What follows belongs to an exercise in optimizing a design on an open flow for small area, a short achievable clock period and few clock cycles; a production flow would make more cautious choices. No activity file was given, so power comes from the tool's default toggle rates.

## row_peak_valley_detector
module row_peak_valley_detector #(
    parameter int MAX_COLUMNS = 4096,
    parameter int MAX_ROWS    = 4096,
    parameter int SAMPLE_BITS = 32
) (
    input  logic                                clk,
    input  logic                                rst_n,
    input  logic                                cfg_valid,
    output logic                                cfg_ready,
    input  logic [rpvd_pkg::CFG_INDEX_BITS-1:0] cfg_index,
    input  logic [rpvd_pkg::CFG_DATA_BITS-1:0]  cfg_data,
    input  logic                                sample_valid,
    output logic                                sample_ready,
    input  logic [SAMPLE_BITS-1:0]              sample,
    input  logic                                row_start,
    input  logic                                frame_start,
    output logic                                result_valid,
    input  logic                                result_ready,
    output logic                                is_valley,
    output logic [rpvd_pkg::COLUMN_BITS-1:0]    column,
    output logic [rpvd_pkg::ROW_BITS-1:0]       row,
    output logic [rpvd_pkg::VALUE_BITS-1:0]     value
);
    rpvd_pkg::cfg_t cfg;
    rpvd_cfg u_cfg (
        .clk       (clk),
        .rst_n     (rst_n),
        .cfg_valid (cfg_valid),
        .cfg_ready (cfg_ready),
        .cfg_index (cfg_index),
        .cfg_data  (cfg_data),
        .cfg       (cfg)
    );
    rpvd_core u_core (
        .clk          (clk),
        .rst_n        (rst_n),
        .sample_valid (sample_valid),
  ...
clock: 10.0 ns
lec_check: 0
cap_margin: 20
core_margin: 2
core_utilization: 40
place_density: 0.6
setup_slack_margin: 0.5
slew_margin: 20
standard.sh (not shown) runs the stock make flow with config.mk's settings and CLKGATE_MAP_FILE= SYNTH_SCRIPT=/design/flow/synth_recipe.tcl, a recipe that flattens the netlist after the stock synthesis.
==> flow/flow/run.sh <==
#!/bin/bash
# The standard layout (standard.sh), with these changes:
# - timing repair aims for a setup slack of 6.5 ns (a 10 ns clock, so about 3.5 ns);
# - the port buffers are plain sky130_fd_sc_hd__buf_1 cells;
# - the clock tree clusters up to 24 flip-flops per leaf buffer.
# The full output of the ORFS make run goes to flow.log.
bash standard.sh SETUP_SLACK_MARGIN=6.5 "BUFFER_PORTS_ARGS=-buffer_cell sky130_fd_sc_hd__buf_1" CTS_CLUSTER_SIZE=24 CTS_CLUSTER_DIAMETER=80  finish > flow.log 2>&1
Next try:
==> flow/flow/run.sh (replaced) <==
#!/bin/bash
# The standard layout, with timing repair aiming for a setup slack of 6.5 ns,
# port buffers of a plain buffer cell and (if flow/abc.script exists) the
# standard synthesis with that ABC script for the combinational logic.
W=$PWD
if [ -f flow/abc.script ]; then
  {
    echo 'proc abc {args} { set i [lsearch $args -script]; lset args [expr {$i+1}] '"$W"'/flow/abc.script; yosys abc {*}$args }'
    echo "source $W/synth_recipe.tcl"
  } > synth_wrap.tcl
fi
bash standard.sh SETUP_SLACK_MARGIN=6.5  BUFFER_PORTS_ARGS=-buffer_cell\ sky130_fd_sc_hd__buf_1 finish > flow.log 2>&1
Outcome: The changed run completed without violations; wire length climbs by 0.97%; non-clock buffer count drops by 2; area after synthesis is unchanged; core utilization climbs by 1.3 points; die area is unchanged; register-to-register slack got worse by 0.05 ns; worst hold slack got worse by 0.0070 ns; count of clock-buffer cells in the layout climbs by 18; power climbs by 10%; first-iteration DRC count drops by 7.4%.
Next try:
--- a/flow/flow/run.sh
+++ b/flow/flow/run.sh
@@ -10,3 +10,3 @@
   } > synth_wrap.tcl
 fi
-bash standard.sh SETUP_SLACK_MARGIN=6.5  BUFFER_PORTS_ARGS=-buffer_cell\ sky130_fd_sc_hd__buf_1 finish > flow.log 2>&1
+bash standard.sh SETUP_SLACK_MARGIN=6.5  BUFFER_PORTS_ARGS=-buffer_cell\ sky130_fd_sc_hd__buf_1 CTS_CLUSTER_SIZE=30 CTS_CLUSTER_DIAMETER=80 finish > flow.log 2>&1
The changed run produced a clean layout.
Final cell count fell slightly.
Clock-buffer cell count is lower by 22.
Die area is unchanged.
Wire length goes down slightly.
Sequential power barely changes.
Synthesized cell count does not change.
Fmax climbs by a few percent.
First-iteration DRC count climbs by a few percent.
Next try:
==> flow/flow/run.sh (replaced) <==
#!/bin/bash
# The standard layout, with timing repair aiming for a setup slack of 6.8 ns,
# port buffers of a plain buffer cell and (if flow/abc.script exists) the
# standard synthesis with that ABC script for the combinational logic.
W=$PWD
if [ -f flow/abc.script ]; then
  {
    echo 'proc abc {args} { set i [lsearch $args -script]; lset args [expr {$i+1}] '"$W"'/flow/abc.script; yosys abc {*}$args }'
    echo "source $W/synth_recipe.tcl"
  } > synth_wrap.tcl
fi
bash standard.sh SETUP_SLACK_MARGIN=6.8  BUFFER_PORTS_ARGS=-buffer_cell\ sky130_fd_sc_hd__buf_1 finish > flow.log 2>&1
Design area climbs by 3.2%.
Synthesized area stays the same.
Power climbs by 10%.
Global-route usage went down by 0.38 points.
Clock power came out higher by 49%.
Wire length drops by about 1.1%.
Clock-buffer cell count went up by 27.
Die area is unchanged.
Worst setup slack is better by 0.15 ns.
Next try:
==> flow/flow/run.sh (replaced) <==
#!/bin/bash
# The standard layout (standard.sh), with these changes:
# - timing repair aims for a setup slack of 6.3 ns (a 10 ns clock, so about 3.7 ns);
# - the port buffers are plain sky130_fd_sc_hd__buf_1 cells;
# - the clock tree clusters up to 30 flip-flops per leaf buffer.
# The full output of the ORFS make run goes to flow.log.
bash standard.sh SETUP_SLACK_MARGIN=6.3 "BUFFER_PORTS_ARGS=-buffer_cell sky130_fd_sc_hd__buf_1" CTS_CLUSTER_SIZE=30 CTS_CLUSTER_DIAMETER=80  finish > flow.log 2>&1
=> The new run passed the timing, design-rule and antenna checks. Count of clock-buffer cells in the layout decreases by 27. Setup slack gets worse by 0.18 ns. Global-route usage decreases by 0.44 points. Fmax decreases by a few percent. Register-to-register slack gets worse by 0.18 ns. Total power decreases by roughly a tenth. Cell count decreases slightly. Clock power decreases by a quarter to a third. Final area decreases by a few percent.
Next try:
==> flow/flow/run.sh (replaced) <==
#!/bin/bash
# The standard layout (standard.sh), with these changes:
# - timing repair aims for a setup slack of 6.7 ns (a 10 ns clock, so about 3.3 ns);
# - the port buffers are plain sky130_fd_sc_hd__buf_1 cells;
# - the clock tree clusters up to 30 flip-flops per leaf buffer.
# The full output of the ORFS make run goes to flow.log.
bash standard.sh SETUP_SLACK_MARGIN=6.7 "BUFFER_PORTS_ARGS=-buffer_cell sky130_fd_sc_hd__buf_1" CTS_CLUSTER_SIZE=30 CTS_CLUSTER_DIAMETER=80  finish > flow.log 2>&1
The changed run passed the timing, design-rule and antenna checks; via count is higher by 0.69%; clock power is higher by 7.6%; design area is higher by 1.1%; sequential cell count is unchanged; critical path depth is lower by 2; non-clock buffer count is higher by 9; fmax is higher by 0.52%; worst setup slack gets better by 0.019 ns; worst hold slack hardly moves; first-iteration DRC count is higher by 12%; cell count is higher by 0.38%.
Function was not checked in any run of this note: the RTL went through the layout flow alone.

-- afterwards: timing with drivers on the ports --
Ports are ideal in the flow. The routed layouts listed here were re-timed in OpenROAD. Step 1 (the two cells are an assumption about what drives the block):
set clk [get_ports {clk}]
set_driving_cell -lib_cell sky130_fd_sc_hd__clkbuf_16 $clk
set_driving_cell -lib_cell sky130_fd_sc_hd__buf_2 [delete_from_list [all_inputs] $clk]
Step 2 adds t to the input delays and takes it off the output delays; t is the mean of the earliest and latest rising clock arrival at the registers after step 1. Input paths then give back, and output paths get back, about the clock's delay inside the block. a / b / c = ideal ports / drivers / drivers and shift; a / b = the first two.
| run | t (ns) | slack for setup (ns) | worst setup path after step 2 | worst register clock-pin slew, ns | cell pins on the clock port's net |
|---|---|---|---|---|---|
| the first run | 0.574 | 6.278 / 6.278 / 6.121 | input to register | 0.10 / 0.10 | 1 |
| the second run | 0.577 | 6.223 / 6.223 / 6.102 | input to register | 0.06 / 0.06 | 1 |
| the third run | 0.571 | 6.307 / 6.307 / 6.192 | input to register | 0.10 / 0.10 | 1 |
| the fourth run | 0.591 | 6.459 / 6.459 / 6.269 | input to register | 0.06 / 0.06 | 1 |
| the fifth run | 0.570 | 6.278 / 6.278 / 5.964 | input to register | 0.10 / 0.10 | 1 |
| the sixth run | 0.574 | 6.298 / 6.298 / 6.298 | register to register | 0.11 / 0.11 | 1 |
After both steps every run listed still meets setup and hold. The setup slack of the fifth run, which loses most, moves by 0.000 ns with the drivers and by -0.314 ns with both steps.
